From an optimization exercise on the open Yosys and OpenROAD flow, aimed at small area and a short achievable clock period; shortcuts taken in it are not production practice. The RTL was checked by simulation tests, not by an equivalence proof against the original design. No activity file was given, so power comes from the tool's default toggle rates.

`design/flow/constraint.sdc`:
```
create_clock -name core_clock -period 4.0 [get_ports {Clock}]
set_input_delay 0.8000 -clock core_clock [delete_from_list [all_inputs] [get_ports {Clock}]]
set_output_delay 0.8000 -clock core_clock [all_outputs]
set_load 0.01 [all_outputs]
```
`design/flow/run.sh`:
```
#!/bin/bash
# synth_recipe.tcl (not shown) runs the flow's synth.tcl, then flattens the netlist and writes it again
# the make line also repeats each setting of config.mk as NAME=value (left out here)
make -C /OpenROAD-flow-scripts/flow DESIGN_CONFIG=/design/flow/config.mk WORK_HOME=/design/flow/orfs CLKGATE_MAP_FILE= SYNTH_SCRIPT=/design/flow/synth_recipe.tcl finish
```
`design/flow/config.mk`:
```
export PLATFORM = sky130hd
export DESIGN_NAME = memoria_dados_nrisc
export DESIGN_NICKNAME = memoria_dados_nrisc
export VERILOG_FILES = /design/flow/design.v
export SDC_FILE = /design/flow/constraint.sdc
export NUM_CORES = 4
export LEC_CHECK = 0
export CAP_MARGIN = 20
export CORE_MARGIN = 2
export CORE_UTILIZATION = 60
export CTS_CLUSTER_DIAMETER = 60
export CTS_CLUSTER_SIZE = 30
export PLACE_DENSITY = 0.7
export SETUP_SLACK_MARGIN = 1.8
export SLEW_MARGIN = 20
```
`design/flow/design.v`:
```
module memoria_dados_nrisc #(
  parameter int LARGURA_END = 8,
  parameter int LATENCIA    = 2
) (
  input  logic                   Clock,
  input  logic                   Reset_n,
  input  logic [LARGURA_END-1:0] EndMemDados,
  input  logic [7:0]             DadoEscritoMem,
  input  logic                   LerMem,
  input  logic                   EscMem,
  output logic [7:0]             DadoLidoMem,
  output logic                   Pronto,
  output logic                   Erro
  ,
  output logic [7:0]             PortaSaida
);
  logic ocioso_q, esp1_q, esp2_q, resp_q;
  logic [2:0]  grp_q;              
  logic [31:0] sel_q;              
  logic [7:0]  dado_q;
  logic        ler_q, esc_q;
  logic [7:0] lido_q, porta_q;
  logic       erro_q;
  logic [7:0] r1_q [8];
  logic       rd_q, wrp_q;
  logic [7:0] whi_q, whin_q;
  logic [7:0] mem [255];
  logic [7:0] palavra [256];
  logic [7:0] r1_d [8];
  logic req, so_ler, so_esc, eh_porta;
  assign req      = LerMem | EscMem;
  assign so_ler   = ler_q & ~esc_q;
  assign so_esc   = esc_q & ~ler_q;
  assign eh_porta = (&grp_q) & sel_q[31];
  always_ff @(posedge Clock or negedge Reset_n) begin
    if (!Reset_n) begin
      ocioso_q <= 1'b1;
      esp1_q   <= 1'b0;
      esp2_q   <= 1'b0;
      resp_q   <= 1'b0;
      erro_q   <= 1'b0;
      lido_q   <= '0;
      porta_q  <= '0;
      rd_q     <= 1'b0;
      wrp_q    <= 1'b0;
      whi_q    <= '0;
      whin_q   <= '1;
    end else begin
      ocioso_q <= ~((ocioso_q & req) | esp1_q | esp2_q);
      esp1_q   <= ocioso_q & req;
      esp2_q   <= esp1_q;
      resp_q   <= esp2_q;
      erro_q   <= esp2_q & ler_q & esc_q;
      lido_q   <= rd_q ? r1_q[grp_q] : 8'h00;
      if (wrp_q)
        porta_q <= dado_q;
      rd_q     <= esp1_q & so_ler;
      wrp_q    <= esp1_q & so_esc & eh_porta;
      for (int g = 0; g < 8; g++) begin
        whi_q[g]  <=   esp1_q & so_esc & (grp_q == 3'(g));
        whin_q[g] <= ~(esp1_q & so_esc & (grp_q == 3'(g)));
      end
    end
  end
  always_ff @(posedge Clock) begin
    if (ocioso_q) begin
      grp_q  <= EndMemDados[7:5];
      for (int k = 0; k < 32; k++)
        sel_q[k] <= (EndMemDados[4:0] == 5'(k));
      dado_q <= DadoEscritoMem;
      ler_q  <= LerMem;
      esc_q  <= EscMem;
    end
    for (int g = 0; g < 8; g++)
      r1_q[g] <= r1_d[g];
  end
  always_comb
    for (int g = 0; g < 8; g++) begin
      r1_d[g] = '0;
      for (int k = 0; k < 32; k++)
        r1_d[g] = r1_d[g] | ({8{sel_q[k]}} & palavra[g*32 + k]);
    end
  for (genvar w = 0; w < 256; w++) begin : g_palavra
    if (w == 255) begin : g_porta
      assign palavra[w] = porta_q;
    end else begin : g_mem
      logic we, keep;
      assign we   = whi_q[w >> 5] & sel_q[w & 31];
      assign keep = whin_q[w >> 5] | ~sel_q[w & 31];
      always_ff @(posedge Clock)
        mem[w] <= ({8{we}} & dado_q) | ({8{keep}} & mem[w]);
      assign palavra[w] = mem[w];
    end
  end
  assign DadoLidoMem = lido_q;
  assign Pronto      = resp_q;
  assign Erro        = erro_q;
  assign PortaSaida  = porta_q;
endmodule
```
==> run summary, run 1 <==
Placed Area 0.0799 mm^2; Detailed Route Iter0 Violations 9016; CTS root buf clkbuf_16; Startpoint Class flip-flop; share of async-settable or async-resettable flops after synthesis 1.78%; first-pass GRT wire length 398000 um; initial antenna violation count 4; Int Power 46.6 mW; Remaining Overflow, GRT 0; max frequency 444 MHz; Area contributors post-synth dfxtp_1 53%, a22o_1 22%, a22oi_1 9.6%; synthesized cell area 0.0800 mm^2; final instance area 0.0854 mm^2; DP Cell Count 8053; crit path max-delay cell type mux2i_1; WP data arrival 2.89 ns; clk buf depth 3; DR WL/cell 32.7 um; crit path capture type flip-flop; Routed Antenna Nets 0; IO Port Bufs 37; Syn Area/Cell 11.3 um^2; final wirelength 274000 um; initial core utilization 60.6%; Fin Setup TNS 0 ns; Clock Skew 0.0310 ns; Clock Latency Late Sink 0.81 ns; top-area cell type share of the netlist area 52.7%; post-synth cell types 41; area delta synth->final 6.79%; vias post-DR 62424; EDFF count, synth 45; Slew HR 28.1%; Slew @ Worst Pin 1.08 ns; # rows 133; H-Tree Depth 4; die width 369 um; crit path time final 2.25 ns; R2R Path End lido_q[6]; PwrDens 838 mW/mm^2; Clk network pwr share 22.0%; CP dominant cell by count a21oi_1; Yosys warning count 5; post-DR vias/cell 7.45; Synth Instances 7080; Seq/Total Area, Yosys 55.6%; leading area contributor after synthesis dfxtp_1; layout cells sized above 1 9.17%; Die ar. 0.136 mm^2; Final Hold Fails 0; CTS Buf Count 140; prevailing post-synth register cell dfxtp_1; CTS Hold Bufs 0; Synthesized Nets 7100; RSZ-0062 raised after global routing yes; drt pass-1 iters 6; CTS tree built; critical path's largest stage delay 0.55 ns; Post-Route Utilization 64.7%; CTS clk-pin slew, worst paths 0.09 ns; Net Sw Power 25.0 mW; clock sink count 2188; crit path max fanout 29; largest net degree at the start of global routing 103; register share of total power 48.3%; Final Cycle Share 56.3%; switch share 34.9%; vias in the first global route 56841; Worst EP required 4.64 ns; DRC viols 0; CP bufs+invs 1; r2r worst-path depth 5; final setup vio count 0; status timing/DRC/antenna clean; maximum vdd drop 0.481 mV; Tightest Hold Check Type primary input to asynchronous set/reset pin; Max Slew Vio Count 0; worst hold slack 0.200 ns; Final Non-Filler Cells 8376; critical path type flip-flop to flip-flop; GR Util All Layers 38.9%; flops & latches, synth 2188; RePlAce Congestion 0.905; r2r startpoint grp_q[0]; Max Cap Viol 0; Die H 369 um; HPWL after DPL 169000 um; Comb power frac 29.7%; critical-path cell list buf_4, mux2i_1, nor2_1, a21oi_1, a21oi_1; core area 0.132 mm^2; Final nets 6534; R2R setup slack 1.75 ns; Top Ports 38; Leak 32.7 nW; Top delay family on crit path compound AO/OA/AOI/OAI gates
logic make-up after synthesis:
| group | synth area share (%) |
|---|---|
| AOI/OAI and AO/OA | 32.3 |
| DFF | 55.6 |
| buffers and inverters | 6.25 |
| and+or+nand+nor | 5.62 |
| muxes | 0.239 |
metrics by stage:
stage               setup WS (ns)  power (mW)
floorplan                    2.46        47.2
global placement             1.50        54.2
detailed placement           1.46        54.7
CTS                          1.60        70.6
global route                 1.76        74.1
finish                       1.75        71.6
synth_stat cells, drive strengths merged, types with 2 or more instances:
master  count
a31oi       2
and3b       2
nand4     256
nor2b       2
edfxtp     45
nand3b      4
nand3       5
a22o     2040
nor2       43
or2         2
dfxtp    2104
a22oi    1024
dfrtp      30
buf       625
or4        64
inv        10
nand2b    265
nand2       7
o22ai       6
o21ai       8
or3         3
or3b        2
mux2        9
and2       67
dfstp       9
mux2i       9
a32o        6
clkbuf    404
a211oi      2
a21oi      19
repair_timing:
action / CTS / global route
setup buffers: 56 / 17
resized for setup: 110 / 16
endpoints found under the setup margin: 332 / 31
cloned: 0 / 1
pin swaps: 0 / 3
cells in the final DEF, fill, tap and decap left out, types with 10 or more instances in the layout:
| cell | instances |
|---|---|
| nand2b_1 | 265 |
| clkinv_8 | 13 |
| and2_1 | 53 |
| a22oi_1 | 1017 |
| inv_8 | 13 |
| a22o_1 | 2040 |
| clkdlybuf4s50_1 | 18 |
| buf_12 | 61 |
| clkinv_4 | 18 |
| inv_1 | 10 |
| and2_2 | 13 |
| buf_4 | 215 |
| dfrtp_1 | 20 |
| or4_1 | 64 |
| edfxtp_1 | 45 |
| nand4_1 | 256 |
| clkbuf_16 | 145 |
| dfxtp_1 | 2104 |
| buf_6 | 21 |
| clkinvlp_4 | 11 |
| clkinv_2 | 11 |
| dfrtp_2 | 10 |
| nor2_1 | 43 |
| a21oi_1 | 19 |
| inv_6 | 15 |
worst max path at each step:
stage / start / to / slack [ns] / cells after the start
6_report: grp_q[0] / lido_q[6] / 1.75 / 5
5_1_grt: porta_q[5] / PortaSaida[5] / 1.76 / 1
4_1_cts: porta_q[7] / PortaSaida[7] / 1.60 / 1
3_5_place_dp: sel_q[8] / r1_q[7][5] / 1.46 / 5
3_3_place_gp: sel_q[7] / r1_q[1][6] / 1.50 / 5
2_1_floorplan: sel_q[31] / r1_q[4][1] / 2.46 / 5
final cells by class:
type / count / area, um^2
Tap cell: 1755 / 2200
Multi-Input combinational cell: 3853 / 30600
Sequential cell: 2188 / 44500
Antenna cell: 1 / 2.50
Fill cell: 10038 / 46500
Inverter: 10 / 37.5
Clock buffer: 153 / 3720
Timing Repair Buffer: 321 / 3310
Clock inverter: 95 / 1090
routing by layer:
metal  vias up  GRT usage, %  share of wire (%)
met1     31049          54.2                 40
met4         4          19.0                5.6
li1      26344             -                  -
met3       746          8.47                 12
met5         -             0              0.011
met2      4281          57.1                 43
registers in the layout (all words and copies together) (netlist names), 3 cells and up:
signal / flops
whin_q: 8
grp_q: 3
r1_q: 64
whi_q: 8
porta_q: 8
sel_q: 32
dado_q: 8
lido_q: 8
mem: 2040
power groups by stage:
stage                     sequential, mW  clock (mW)  combinational (mW)
after floorplan                     33.0           0                14.1
after global placement              34.9           0                19.3
after detailed placement            34.9           0                19.7
after CTS                           34.3        15.8                20.5
after global routing                35.2        16.6                22.2
final                               34.6        15.8                21.3
==> run 2, diff against run 1 <==
--- a/design/flow/design.v
+++ b/design/flow/design.v
@@ -16,6 +16,6 @@
 );
   logic ocioso_q, esp1_q, esp2_q, resp_q;
-  logic [2:0]  grp_q;              
-  logic [31:0] sel_q;              
+  logic [7:0]  grp_q;              
+  logic [31:0] seln_q;             
   logic [7:0]  dado_q;
   logic        ler_q, esc_q;
@@ -23,14 +23,15 @@
   logic       erro_q;
   logic [7:0] r1_q [8];
-  logic       rd_q, wrp_q;
-  logic [7:0] whi_q, whin_q;
+  logic       wrp_q;
+  logic [7:0] rdg_q, whi_q, whin_q;
   logic [7:0] mem [255];
   logic [7:0] palavra [256];
   logic [7:0] r1_d [8];
+  logic [7:0] lido_d;
   logic req, so_ler, so_esc, eh_porta;
   assign req      = LerMem | EscMem;
   assign so_ler   = ler_q & ~esc_q;
   assign so_esc   = esc_q & ~ler_q;
-  assign eh_porta = (&grp_q) & sel_q[31];
+  assign eh_porta = grp_q[7] & ~seln_q[31];
   always_ff @(posedge Clock or negedge Reset_n) begin
     if (!Reset_n) begin
@@ -42,5 +43,5 @@
       lido_q   <= '0;
       porta_q  <= '0;
-      rd_q     <= 1'b0;
+      rdg_q    <= '0;
       wrp_q    <= 1'b0;
       whi_q    <= '0;
@@ -52,12 +53,12 @@
       resp_q   <= esp2_q;
       erro_q   <= esp2_q & ler_q & esc_q;
-      lido_q   <= rd_q ? r1_q[grp_q] : 8'h00;
+      lido_q   <= lido_d;
       if (wrp_q)
         porta_q <= dado_q;
-      rd_q     <= esp1_q & so_ler;
       wrp_q    <= esp1_q & so_esc & eh_porta;
       for (int g = 0; g < 8; g++) begin
-        whi_q[g]  <=   esp1_q & so_esc & (grp_q == 3'(g));
-        whin_q[g] <= ~(esp1_q & so_esc & (grp_q == 3'(g)));
+        rdg_q[g]  <=   esp1_q & so_ler & grp_q[g];
+        whi_q[g]  <=   esp1_q & so_esc & grp_q[g];
+        whin_q[g] <= ~(esp1_q & so_esc & grp_q[g]);
       end
     end
@@ -65,7 +66,8 @@
   always_ff @(posedge Clock) begin
     if (ocioso_q) begin
-      grp_q  <= EndMemDados[7:5];
+      for (int g = 0; g < 8; g++)
+        grp_q[g] <= (EndMemDados[7:5] == 3'(g));
       for (int k = 0; k < 32; k++)
-        sel_q[k] <= (EndMemDados[4:0] == 5'(k));
+        seln_q[k] <= (EndMemDados[4:0] != 5'(k));
       dado_q <= DadoEscritoMem;
       ler_q  <= LerMem;
@@ -75,9 +77,14 @@
       r1_q[g] <= r1_d[g];
   end
+  always_comb begin
+    lido_d = '0;
+    for (int g = 0; g < 8; g++)
+      lido_d = lido_d | ({8{rdg_q[g]}} & r1_q[g]);
+  end
   always_comb
     for (int g = 0; g < 8; g++) begin
-      r1_d[g] = '0;
+      r1_d[g] = '1;
       for (int k = 0; k < 32; k++)
-        r1_d[g] = r1_d[g] | ({8{sel_q[k]}} & palavra[g*32 + k]);
+        r1_d[g] = r1_d[g] & ({8{seln_q[k]}} | palavra[g*32 + k]);
     end
   for (genvar w = 0; w < 256; w++) begin : g_palavra
@@ -86,6 +93,6 @@
     end else begin : g_mem
       logic we, keep;
-      assign we   = whi_q[w >> 5] & sel_q[w & 31];
-      assign keep = whin_q[w >> 5] | ~sel_q[w & 31];
+      assign we   = whi_q[w >> 5] & ~seln_q[w & 31];
+      assign keep = whin_q[w >> 5] | seln_q[w & 31];
       always_ff @(posedge Clock)
         mem[w] <= ({8{we}} & dado_q) | ({8{keep}} & mem[w]);
--- a/design/flow/config.mk
+++ b/design/flow/config.mk
@@ -8,8 +8,8 @@
 export CAP_MARGIN = 20
 export CORE_MARGIN = 2
-export CORE_UTILIZATION = 60
+export CORE_UTILIZATION = 70
 export CTS_CLUSTER_DIAMETER = 60
 export CTS_CLUSTER_SIZE = 30
-export PLACE_DENSITY = 0.7
+export PLACE_DENSITY = 0.8
 export SETUP_SLACK_MARGIN = 1.8
 export SLEW_MARGIN = 20
==> run 2 against run 1 <==
  * Setup slack worse by 0.031 ns
  * Combinational power down 72%
  * Via count up 7.2%
  * Largest power group unchanged
  * Die area down 15%
  * Critical endpoint is now r1_q[1][2]
  * Total power down 30%
  * Maximum frequency down 1.4%
  * Global-route usage down 0.53 points
  * Clock skew up 0.0032 ns
  * Sequential share of layout area up 1.6 points
  * Final area down 2.2%
  * Critical path depth unchanged
==> run summary, run 2 <==
leading area contributor after synthesis dfxtp_1 (unchanged); Tightest Hold Check Type primary input to asynchronous set/reset pin (unchanged); Final Cycle Share 57.1% (was 56.3%); Startpoint Class flip-flop (unchanged); HPWL after DPL 139000 um (was 169000 um); Slew HR 29.4% (was 28.1%); Leak 30.0 nW (was 32.7 nW); Max Used Layer met5 (unchanged); max frequency 438 MHz (was 444 MHz); Setup crit start seln_q[2] (was grp_q[0]); Placed Area 0.0780 mm^2 (was 0.0799 mm^2); clock sink count 2200 (was 2188); maximum vdd drop 0.561 mV (was 0.481 mV); WP data arrival 2.97 ns (was 2.89 ns); post-DR vias/cell 6.46 (was 7.45); r2r worst-path depth 5 (unchanged); EDFF count, synth 50 (was 45); Max Cap Viol 0 (unchanged); commonest cells in the netlist 2148 x nand2_1, 2104 x dfxtp_1, 1914 x o21ai_0 (was 2104 x dfxtp_1, 2040 x a22o_1, 1023 x a22oi_1); share of async-settable or async-resettable flops after synthesis 2.09% (was 1.78%); Yosys warning count 5 (unchanged); switch share 27.9% (was 34.9%); CP endpoint r1_q[1][2] (was lido_q[6]); Routed Antenna Nets 0 (unchanged); Net Sw Power 14.0 mW (was 25.0 mW); Area contributors post-synth dfxtp_1 53%, o21ai_0 12%, nand2_1 10% (was dfxtp_1 53%, a22o_1 22%, a22oi_1 9.6%); critical path's largest stage delay 0.68 ns (was 0.55 ns); Slew @ Worst Pin 1.06 ns (was 1.08 ns); vias post-DR 66919 (was 62424); status timing/DRC/antenna clean (unchanged); Comb power frac 11.9% (was 29.7%); H-Tree Depth 4 (unchanged); Int Power 36.2 mW (was 46.6 mW); CTS Buf Count 139 (was 140); register share of total power 56.3% (was 48.3%); crit path capture type flip-flop (unchanged); DRC viols 0 (unchanged); CTS Hold Bufs 0 (unchanged); Largest regs mem x2040, r1_q x64, seln_q x32 (was mem x2040, r1_q x64, sel_q x32); max reg flops 2040 (unchanged); DP Cell Count 10064 (was 8053); Clk network pwr share 31.7% (was 22.0%); RSZ-0062 raised after global routing yes (unchanged); metal3 WL 25300 um (was 32600 um); synthesized cell area 0.0793 mm^2 (was 0.0800 mm^2); GR Util All Layers 38.3% (was 38.9%); Die H 341 um (was 369 um); drt pass-1 iters 9 (was 6); Clock Skew 0.0342 ns (was 0.0310 ns); Worst EP required 4.68 ns (was 4.64 ns); Die ar. 0.116 mm^2 (was 0.136 mm^2); Final Hold Fails 0 (unchanged); Remaining Overflow, GRT 0 (unchanged); flops & latches, synth 2200 (was 2188); Synthesized Nets 9435 (was 7100); Syn Area/Cell 8.42 um^2 (was 11.3 um^2); largest net degree at the start of global routing 137 (was 103); prevailing post-synth register cell dfxtp_1 (unchanged); Detailed Route Iter0 Violations 8404 (was 9016); Seq/Total Area, Yosys 56.5% (was 55.6%); initial antenna violation count 11 (was 4); # rows 123 (was 133); met2 routed WL 99200 um (was 117000 um); die width 341 um (was 369 um); final instance area 0.0836 mm^2 (was 0.0854 mm^2); CTS tree built (unchanged); r2r startpoint seln_q[2] (was grp_q[0]); Final nets 8770 (was 6534); M1 WL 92200 um (was 109000 um); IO Port Bufs 37 (unchanged); first-pass GRT wire length 352000 um (was 398000 um); clk buf depth 3 (unchanged); DR WL/cell 22.0 um (was 32.7 um); commonest non-fill, non-tap cell in the layout dfxtp_1 (unchanged); commonest non-fill, non-tap cells in the layout 2104 x dfxtp_1, 2090 x nand2_1, 1914 x o21ai_0 (was 2104 x dfxtp_1, 2040 x a22o_1, 1017 x a22oi_1); final setup vio count 0 (unchanged); core area 0.112 mm^2 (was 0.132 mm^2); area delta synth->final 5.40% (was 6.79%); crit path max fanout 89 (was 29); final wirelength 228000 um (was 274000 um); most frequent cell after synthesis nand2_1 (was dfxtp_1); Synth Instances 9415 (was 7080); crit path max-delay cell type edfxtp_1 (was mux2i_1); critical path type flip-flop to flip-flop (unchanged); vias in the first global route 60990 (was 56841); CTS clk-pin slew, worst paths 0.10 ns (was 0.09 ns); Fin Setup TNS 0 ns (unchanged); Clock Latency Late Sink 0.79 ns (was 0.81 ns); CTS root buf clkbuf_16 (unchanged); largest register by flop count mem (unchanged); R2R setup slack 1.72 ns (was 1.75 ns); CP dominant cell by count nor2_1 (was a21oi_1); crit path time final 2.28 ns (was 2.25 ns); initial core utilization 70.6% (was 60.6%); RePlAce Congestion 0.899 (was 0.905); critical-path cell list buf_12, o22ai_1, nor2_1, nand4_1, nor2_1 (was buf_4, mux2i_1, nor2_1, a21oi_1, a21oi_1); Max Slew Vio Count 0 (unchanged); worst hold slack 0.186 ns (was 0.200 ns); Top Ports 38 (unchanged); R2R Path End r1_q[1][2] (was lido_q[6]); Final Non-Filler Cells 10362 (was 8376); PwrDens 601 mW/mm^2 (was 838 mW/mm^2); layout cells sized above 1 8.32% (was 9.17%); post-synth cell types 29 (was 41); top-area cell type share of the netlist area 53.1% (was 52.7%)
## run 2: cell count changes after synthesis, moves of 265 or more
cell      previous run  this run
a22o_1            2040         0
a22oi_1           1023        32
nand2_1              7      2148
nand2b_1           265         0
nor2_1              43       546
o21ai_0              8      1914
o22ai_1              6      1024
## run 2: worst min-delay path by stage
stage,startpoint,slack (ns),to,cells after the start
after floorplan,esp2_q,0.37,resp_q,0
after global placement,esp2_q,0.39,resp_q,0
after detailed placement,esp2_q,0.39,resp_q,0
after CTS,Reset_n,0.16,erro_q,1
after global routing,Reset_n,0.24,whi_q[2],1
final,Reset_n,0.19,whi_q[2],1
## run 2: power by group through the flow
| stage | registers [mW] | clock network, mW | logic (mW) |
|---|---|---|---|
| after floorplan | 27.8 | 0 | 4.23 |
| after global placement | 28.6 | 0 | 5.24 |
| after detailed placement | 28.7 | 0 | 5.56 |
| after CTS | 28.3 | 15.9 | 5.72 |
| after global routing | 28.7 | 16.8 | 6.77 |
| final | 28.3 | 15.9 | 6.00 |
## run 2: worst max-delay path: cells and delay by family (launching register included)
kind / cells / cell delay (ns)
buffers and inverters: 1 / 0.36
AND/OR/NAND/NOR: 3 / 0.86
AO/OA/AOI/OAI: 1 / 0.12
flip-flops: 1 / 0.68
## run 2: metal layers
metal	up-vias	GRT usage, %
met5	-	0
met1	31949	53.3
li1	30923	-
met3	565	7.25
met2	3468	58.0
met4	14	18.2
## run 2: area by class of cell
type | instances | area (um^2)
Clock buffer | 167 | 3830
Tap cell | 1500 | 1880
Fill cell | 8408 | 28800
Timing Repair Buffer | 172 | 2030
Antenna cell | 4 | 10.0
Inverter | 8 | 30.0
Sequential cell | 2200 | 44800
Multi-Input combinational cell | 6229 | 29900
Clock inverter | 82 | 1030
## run 2: what timing repair did
action                     4_1_cts  5_1_grt
buffers inserted                27       16
setup endpoints to repair     1403      246
resized for setup              144        8
hold endpoints to repair         0        0
## run 2: stage by stage
step	worst slack [ns]	utilization, %	power [mW]
5_1_grt	1.76	74.4	52.2
3_3_place_gp	1.61	69.4	33.8
3_5_place_dp	1.52	69.4	34.3
2_1_floorplan	2.53	-	32.1
6_report	1.72	74.4	50.2
4_1_cts	1.62	74.2	49.9
## run 2: logic make-up after synthesis
group / count (synthesis) / share of synthesized area [%]
compound gates: 3097 / 21.3
mux: 8 / 0.114
flops: 2200 / 56.5
buf+inv: 986 / 5.94
simple gates: 3124 / 16.2
==> run 3, diff against run 2 <==
--- a/design/flow/config.mk
+++ b/design/flow/config.mk
@@ -8,8 +8,8 @@
 export CAP_MARGIN = 20
 export CORE_MARGIN = 2
-export CORE_UTILIZATION = 70
+export CORE_UTILIZATION = 60
 export CTS_CLUSTER_DIAMETER = 60
 export CTS_CLUSTER_SIZE = 30
-export PLACE_DENSITY = 0.8
+export PLACE_DENSITY = 0.7
 export SETUP_SLACK_MARGIN = 1.8
 export SLEW_MARGIN = 20
==> run 3 against run 2 <==
  * Maximum frequency is 1.5% higher
  * Clock-buffer cell count is 11 lower
  * Final area is 0.60% higher
  * Total power is 0.63% lower
  * Register-to-register slack better by 0.06 ns
  * Sequential share of layout area is 0.33 points lower
  * Largest power group unchanged
  * Highest routed layer unchanged
==> run summary, run 3 <==
Leak 30.1 nW (was 30.0 nW); share of async-settable or async-resettable flops after synthesis 2.09% (unchanged); CTS root buf clkbuf_16 (unchanged); register share of total power 56.4% (was 56.3%); CTS tree built (unchanged); EDFF count, synth 50 (unchanged); synthesized cell area 0.0793 mm^2 (unchanged); initial antenna violation count 6 (was 11); Remaining Overflow, GRT 0 (unchanged); R2R setup slack 1.78 ns (was 1.72 ns); drt pass-1 iters 6 (was 9); critical path type flip-flop to output pin (was flip-flop to flip-flop); Seq/Total Area, Yosys 56.5% (unchanged); Startpoint Class flip-flop (unchanged); core area 0.131 mm^2 (was 0.112 mm^2); WP data arrival 1.45 ns (was 2.97 ns); Worst EP required 3.20 ns (was 4.68 ns); RSZ-0062 raised after global routing yes (unchanged); crit path time final 2.25 ns (was 2.28 ns); CTS Hold Bufs 0 (unchanged); CP bufs+invs 1 (unchanged); PwrDens 594 mW/mm^2 (was 601 mW/mm^2); clock sink count 2200 (unchanged); Crit path depth 1 (was 5); top-area cell type share of the netlist area 53.1% (unchanged); DR WL/cell 21.4 um (was 22.0 um); largest register by flop count mem (unchanged); Final Cycle Share 56.3% (was 57.1%); critical-path cell list buf_6 (was buf_12, o22ai_1, nor2_1, nand4_1, nor2_1); H-Tree Depth 4 (unchanged); vias in the first global route 58892 (was 60990); Net Sw Power 14.0 mW (about the same); max frequency 444 MHz (was 438 MHz); Clock Skew 0.0349 ns (was 0.0342 ns); Int Power 35.9 mW (was 36.2 mW); DRC viols 0 (unchanged); critical path's largest stage delay 0.49 ns (was 0.68 ns); # rows 133 (was 123); RePlAce Congestion 0.893 (was 0.899); largest net degree at the start of global routing 137 (unchanged); Routed Antenna Nets 0 (unchanged); CTS Buf Count 137 (was 139); commonest non-fill, non-tap cells in the layout 2109 x nand2_1, 2104 x dfxtp_1, 1914 x o21ai_0 (was 2104 x dfxtp_1, 2090 x nand2_1, 1914 x o21ai_0); layout cells sized above 1 8.33% (was 8.32%); Area contributors post-synth dfxtp_1 53%, o21ai_0 12%, nand2_1 10% (unchanged); commonest cells in the netlist 2148 x nand2_1, 2104 x dfxtp_1, 1914 x o21ai_0 (unchanged); crit path capture type output pin (was flip-flop); Top delay family on crit path flip-flops (was simple AND/OR/NAND/NOR gates); worst hold slack 0.00575 ns (was 0.186 ns); die width 367 um (was 341 um); maximum vdd drop 0.721 mV (was 0.561 mV); flops & latches, synth 2200 (unchanged); Fin Setup TNS 0 ns (unchanged); r2r startpoint seln_q[16] (was seln_q[2]); initial core utilization 60.4% (was 70.6%); post-DR vias/cell 6.13 (was 6.46); Max Cap Viol 0 (unchanged); GR Util All Layers 32.8% (was 38.3%); Synthesized Nets 9435 (unchanged); Clk network pwr share 31.5% (was 31.7%); first-pass GRT wire length 348000 um (was 352000 um); r2r worst-path depth 5 (unchanged); final setup vio count 0 (unchanged); max reg flops 2040 (unchanged); Syn Area/Cell 8.42 um^2 (unchanged); area delta synth->final 6.03% (was 5.40%); leading area contributor after synthesis dfxtp_1 (unchanged); Top Ports 38 (unchanged); Final Hold Fails 0 (unchanged); CTS clk-pin slew, worst paths 0.08 ns (was 0.10 ns); prevailing post-synth register cell dfxtp_1 (unchanged); crit path max-delay cell type dfrtp_2 (was edfxtp_1); final wirelength 228000 um (about the same); vias post-DR 65200 (was 66919); Detailed Route Iter0 Violations 7575 (was 8404); most frequent cell after synthesis nand2_1 (unchanged); clk buf depth 3 (unchanged); Slew HR 27.6% (was 29.4%); Yosys warning count 5 (unchanged); crit path max fanout 3 (was 89); Final nets 8796 (was 8770); IO Port Bufs 37 (unchanged); Tightest Hold Check Type primary input to asynchronous set/reset pin (unchanged); Setup crit start porta_q[7] (was seln_q[2]); Die ar. 0.135 mm^2 (was 0.116 mm^2); status timing/DRC/antenna clean (unchanged); Post-Route Utilization 64.0% (was 74.4%); commonest non-fill, non-tap cell in the layout nand2_1 (was dfxtp_1); Comb power frac 12.1% (was 11.9%); R2R Path End r1_q[2][3] (was r1_q[1][2]); CP endpoint PortaSaida[7] (was r1_q[1][2]); Synth Instances 9415 (unchanged); switch share 28.0% (was 27.9%); Max Slew Vio Count 0 (unchanged); Clock Latency Late Sink 0.81 ns (was 0.79 ns); Die H 367 um (was 341 um); post-synth cell types 29 (unchanged); HPWL after DPL 143000 um (was 139000 um); Largest regs mem x2040, r1_q x64, seln_q x32 (unchanged); Slew @ Worst Pin 1.08 ns (was 1.06 ns)
run 3: how the worst min path moves through the flow:
stage          cells after the start   endpoint      from  slack [ns]
6_report                           1     esp1_q   Reset_n       0.006
5_1_grt                            1     resp_q   Reset_n       0.001
4_1_cts                            1     esp1_q   Reset_n        0.17
3_5_place_dp                       0     resp_q    esp2_q        0.40
3_3_place_gp                       1  whin_q[2]  grp_q[2]        0.39
2_1_floorplan                      0     resp_q    esp2_q        0.37
run 3: power groups by stage:
stage,Clock [mW],Sequential (mW),Combinational [mW]
after floorplan,0,27.8,4.23
after global placement,0,28.5,5.31
after detailed placement,0,28.7,5.58
after CTS,15.8,28.2,5.74
after global routing,16.7,28.6,6.86
final,15.7,28.1,6.05
run 3: per-stage QoR:
stage	std cells	setup WS [ns]	total power [mW]	instance area, um^2
floorplan	9415	2.53	32.1	79300
global placement	10342	1.49	33.9	78600
detailed placement	10342	1.46	34.3	78600
CTS	10620	1.47	49.8	83800
global route	10640	1.71	52.1	84000
finish	10641	1.75	49.9	84000
run 3: routing by layer:
layer | vias up | share of wire [%] | GRT usage, %
met1 | 31335 | 45 | 47.8
met4 | 2 | 3.3 | 11.1
met3 | 346 | 8.7 | 4.74
li1 | 30985 | - | -
met2 | 2532 | 43 | 50.0
met5 | - | 0.0048 | 0
run 3: timing repair:
| item | 4_1_cts | 5_1_grt |
|---|---|---|
| resized for setup | 119 | 10 |
| setup endpoints to repair | 1399 | 963 |
| setup buffers | 32 | 17 |
run 3: kinds of logic (layout without fill, tap and decap cells):
logic type      after synthesis  in the layout  share of synthesized area [%]
other cells                   0              3                              0
compound gates             3097           3097                           21.3
mux                           8              8                          0.114
flops                      2200           2200                           56.5
buf+inv                     986            454                           5.94
simple gates               3124           3124                           16.2
run 3: final cells by class:
cell class	count	area [um^2]
Antenna cell	3	7.51
Sequential cell	2200	44800
Multi-Input combinational cell	6229	29900
Inverter	8	30.0
Clock buffer	156	3700
Clock inverter	90	1090
Fill cell	11092	47200
Timing Repair Buffer	200	2350
Tap cell	1755	2200
==> run 4, diff against run 3 <==
--- a/design/flow/config.mk
+++ b/design/flow/config.mk
@@ -13,3 +13,3 @@
 export PLACE_DENSITY = 0.7
 export SETUP_SLACK_MARGIN = 1.8
-export SLEW_MARGIN = 20
+export SLEW_MARGIN = 65
==> run 4 against run 3 <==
  * Clock skew up 0.0022 ns
  * Synthesized cell count is the same
  * Utilization grew 0.66 points
  * Maximum frequency down 0.28%
  * Flip-flop and latch count stayed put
==> run summary, run 4 <==
Int Power 36.2 mW (was 35.9 mW); crit path max-delay cell type edfxtp_1 (was dfrtp_2); Die ar. 0.135 mm^2 (unchanged); DR WL/cell 21.3 um (was 21.4 um); CTS Buf Count 139 (was 137); r2r worst-path depth 7 (was 5); critical-path cell list buf_4, buf_4, buf_4, o22ai_1, nor2_1, nand4_1, nor2_1 (was buf_6); Max Cap Viol 0 (unchanged); r2r startpoint seln_q[4] (was seln_q[16]); Area contributors post-synth dfxtp_1 53%, o21ai_0 12%, nand2_1 10% (unchanged); vias post-DR 65645 (was 65200); largest register by flop count mem (unchanged); largest net degree at the start of global routing 86 (was 137); Slew @ Worst Pin 0.543 ns (was 1.08 ns); PwrDens 592 mW/mm^2 (was 594 mW/mm^2); top-area cell type share of the netlist area 53.1% (unchanged); Remaining Overflow, GRT 0 (unchanged); clock sink count 2200 (unchanged); # rows 133 (unchanged); Synth Instances 9415 (unchanged); RePlAce Congestion 0.893 (unchanged); Fin Setup TNS 0 ns (unchanged); share of async-settable or async-resettable flops after synthesis 2.09% (unchanged); Final nets 8832 (was 8796); post-DR vias/cell 6.15 (was 6.13); synthesized cell area 0.0793 mm^2 (unchanged); Detailed Route Iter0 Violations 7285 (was 7575); final total power 50.2 mW (was 49.9 mW); first-pass GRT wire length 349000 um (was 348000 um); Syn Area/Cell 8.42 um^2 (unchanged); leading area contributor after synthesis dfxtp_1 (unchanged); crit path max fanout 22 (was 3); Final Hold Fails 0 (unchanged); Worst Hold End resp_q; Slew HR 63.8% (was 27.6%); critical path's largest stage delay 0.46 ns (was 0.49 ns); maximum vdd drop 0.493 mV (was 0.721 mV); Top Ports 38 (unchanged); critical path type flip-flop to flip-flop (was flip-flop to output pin); WP data arrival 2.98 ns (was 1.45 ns); crit path time final 2.26 ns (was 2.25 ns); crit path capture type flip-flop (was output pin); EDFF count, synth 50 (unchanged); RSZ-0062 raised after global routing yes (unchanged); Worst EP required 4.72 ns (was 3.20 ns); Final Cycle Share 56.4% (was 56.3%); core area 0.131 mm^2 (unchanged); CTS clk-pin slew, worst paths 0.08 ns (about the same); Routed Antenna Nets 0 (unchanged); Synthesized Nets 9435 (unchanged); die width 367 um (unchanged); final setup vio count 0 (unchanged); IO Port Bufs 37 (unchanged); vias in the first global route 58936 (was 58892); Yosys warning count 5 (unchanged); flops & latches, synth 2200 (unchanged); Net Sw Power 14.0 mW (about the same); area delta synth->final 7.12% (was 6.03%); switch share 27.9% (was 28.0%); GR Util All Layers 32.8% (about the same); CP dominant cell by count buf_4; Seq/Total Area, Yosys 56.5% (unchanged); final wirelength 227000 um (was 228000 um); commonest non-fill, non-tap cells in the layout 2104 x dfxtp_1, 2098 x nand2_1, 1914 x o21ai_0 (was 2109 x nand2_1, 2104 x dfxtp_1, 1914 x o21ai_0); Clock Skew 0.0370 ns (was 0.0349 ns); status timing/DRC/antenna clean (unchanged); Comb power frac 12.3% (was 12.1%); HPWL after DPL 150000 um (was 143000 um); layout cells sized above 1 9.04% (was 8.33%); Largest regs mem x2040, r1_q x64, seln_q x32 (unchanged); Max Slew Vio Count 0 (unchanged); Min-Delay Path Depth 0; max reg flops 2040 (unchanged); Leak 30.8 nW (was 30.1 nW); clk buf depth 3 (unchanged); drt pass-1 iters 6 (unchanged); H-Tree Depth 4 (unchanged); register share of total power 56.0% (was 56.4%); CTS tree built (unchanged); Clock Latency Late Sink 0.80 ns (was 0.81 ns); Die H 367 um (unchanged); CTS root buf clkbuf_16 (unchanged); Startpoint Class flip-flop (unchanged); commonest non-fill, non-tap cell in the layout dfxtp_1 (was nand2_1); prevailing post-synth register cell dfxtp_1 (unchanged); max frequency 443 MHz (was 444 MHz); Tightest Hold Check Type flip-flop to flip-flop (was primary input to asynchronous set/reset pin); initial core utilization 60.4% (unchanged); commonest cells in the netlist 2148 x nand2_1, 2104 x dfxtp_1, 1914 x o21ai_0 (unchanged); R2R setup slack 1.74 ns (was 1.78 ns); Clk network pwr share 31.7% (was 31.5%); HP Start esp2_q; DRC viols 0 (unchanged); post-synth cell types 29 (unchanged); most frequent cell after synthesis nand2_1 (unchanged); R2R Path End r1_q[2][3] (unchanged); initial antenna violation count 10 (was 6)
==> run 4: cell types whose count changed in the layout (fill, tap and decap cells not counted), moves of 6 or more <==
cell,delta
dfrtp_1,-10
dfrtp_2,+10
buf_12,-12
dfstp_4,+8
buf_16,+14
inv_8,-6
buf_4,+21
nand2_4,+48
nand2_1,-11
dfstp_2,-8
nand2_2,-37
buf_6,+10
bufinv_16,+6
==> run 4: cells by family (layout without fill, tap and decap cells) <==
logic type | Yosys count | count (layout) | synth area share (%)
mux | 8 | 8 | 0.114
simple gates | 3124 | 3124 | 16.2
other cells | 0 | 5 | 0
buf+inv | 986 | 490 | 5.94
compound gates | 3097 | 3097 | 21.3
flops | 2200 | 2200 | 56.5
==> run 4: worst max path at each step <==
stage	cells past startpoint	from	to
2_1_floorplan	2	EndMemDados[2]	seln_q[16]
3_3_place_gp	2	dado_q[2]	mem[133][2]
3_5_place_dp	3	EndMemDados[4]	seln_q[17]
4_1_cts	1	lido_q[0]	DadoLidoMem[0]
5_1_grt	1	porta_q[7]	PortaSaida[7]
6_report	7	seln_q[4]	r1_q[2][3]
==> run 4: per-stage QoR <==
| stage | instances | util, % | hold WS, ns | cell area [um^2] | worst slack, ns |
|---|---|---|---|---|---|
| final | 10679 | 64.7 | 0.424 | 84900 | 1.74 |
| after CTS | 10669 | 64.6 | 0.415 | 84800 | 1.74 |
| after global placement | 10342 | 59.9 | 0.391 | 78600 | 1.49 |
| after floorplan | 9415 | - | 0.368 | 79300 | 2.53 |
| after global routing | 10676 | 64.7 | 0.441 | 84900 | 1.75 |
| after detailed placement | 10412 | 60.8 | 0.398 | 79900 | 1.63 |
==> run 4: layer usage <==
layer | share of wire (%) | up-vias | global-route usage (%) | wire (um)
met5 | 0.018 | - | 0 | 40
met2 | 44 | 2683 | 49.6 | 99000
met3 | 9.2 | 348 | 5.18 | 20800
met4 | 3.1 | 6 | 10.9 | 7020
li1 | - | 31058 | - | -
met1 | 44 | 31550 | 47.9 | 101000
==> run 4: critical path, delay by kind of cell, from the launching register on <==
kind,cells,cell delay [ns]
simple gates,3,0.91
buf+inv,3,0.65
compound gates,1,0.17
flops,1,0.46
==> run 4: what timing repair did <==
| action | CTS | global route |
|---|---|---|
| pin swaps | 0 | 0 |
| buffers inserted | 8 | 4 |
| resized for setup | 90 | 10 |
| endpoints found under the setup margin | 18 | 22 |
| endpoints found under the hold margin | 24 | 0 |
| hold buffers | 1 | 0 |
==> run 4: power groups by stage <==
stage          sequential [mW]  clock (mW)  combinational, mW
2_1_floorplan             27.8           0               4.23
3_3_place_gp              28.5           0               5.31
3_5_place_dp              28.5           0               6.06
4_1_cts                   28.1        16.1               6.11
5_1_grt                   28.5        16.9               7.03
6_report                  28.1        15.9               6.20
==> run 4: area by class of cell <==
class	count	area (um^2)
tap	1755	2200
timing repair buffer	234	2770
clock buffer	153	3650
multi-input combinational	6229	30200
clock inverter	95	1230
sequential	2200	44800
fill	11085	46400
antenna	5	12.5
inverter	8	30.0

afterwards: timing with drivers on the ports:
The flow's constraints put no driver on any port. The routed layouts listed below were extracted and timed again, unchanged, in two steps.
Step 1 sets driving cells, clkbuf_16 on the clock port and buf_2 on the other inputs (assumed; they add their load-dependent delay and slew).
Step 2 adds t to the input delays and takes it off the output delays; t is the mean of the earliest and latest rising clock arrival at the registers after step 1. Input paths then give back, and output paths get back, about the clock's delay inside the block.
Slacks: ideal / step 1 / step 2; pairs: ideal / step 1.
run | t (ns) | slack for setup (ns) | hold slack, ns | worst setup path after step 2
run 1 | 0.873 | 1.747 / 1.688 / 1.572 | 0.200 / 0.136 / 0.415 | input to register
run 2 | 0.850 | 1.716 / 1.697 / 1.582 | 0.186 / 0.134 / 0.401 | input to register
run 3 | 0.876 | 1.750 / 1.670 / 1.575 | 0.006 / -0.047 / 0.412 | input to register
run 4 | 0.862 | 1.744 / 1.692 / 1.744 | 0.424 / 0.424 / 0.424 | register to register
After both steps setup and hold are still met in every run listed.
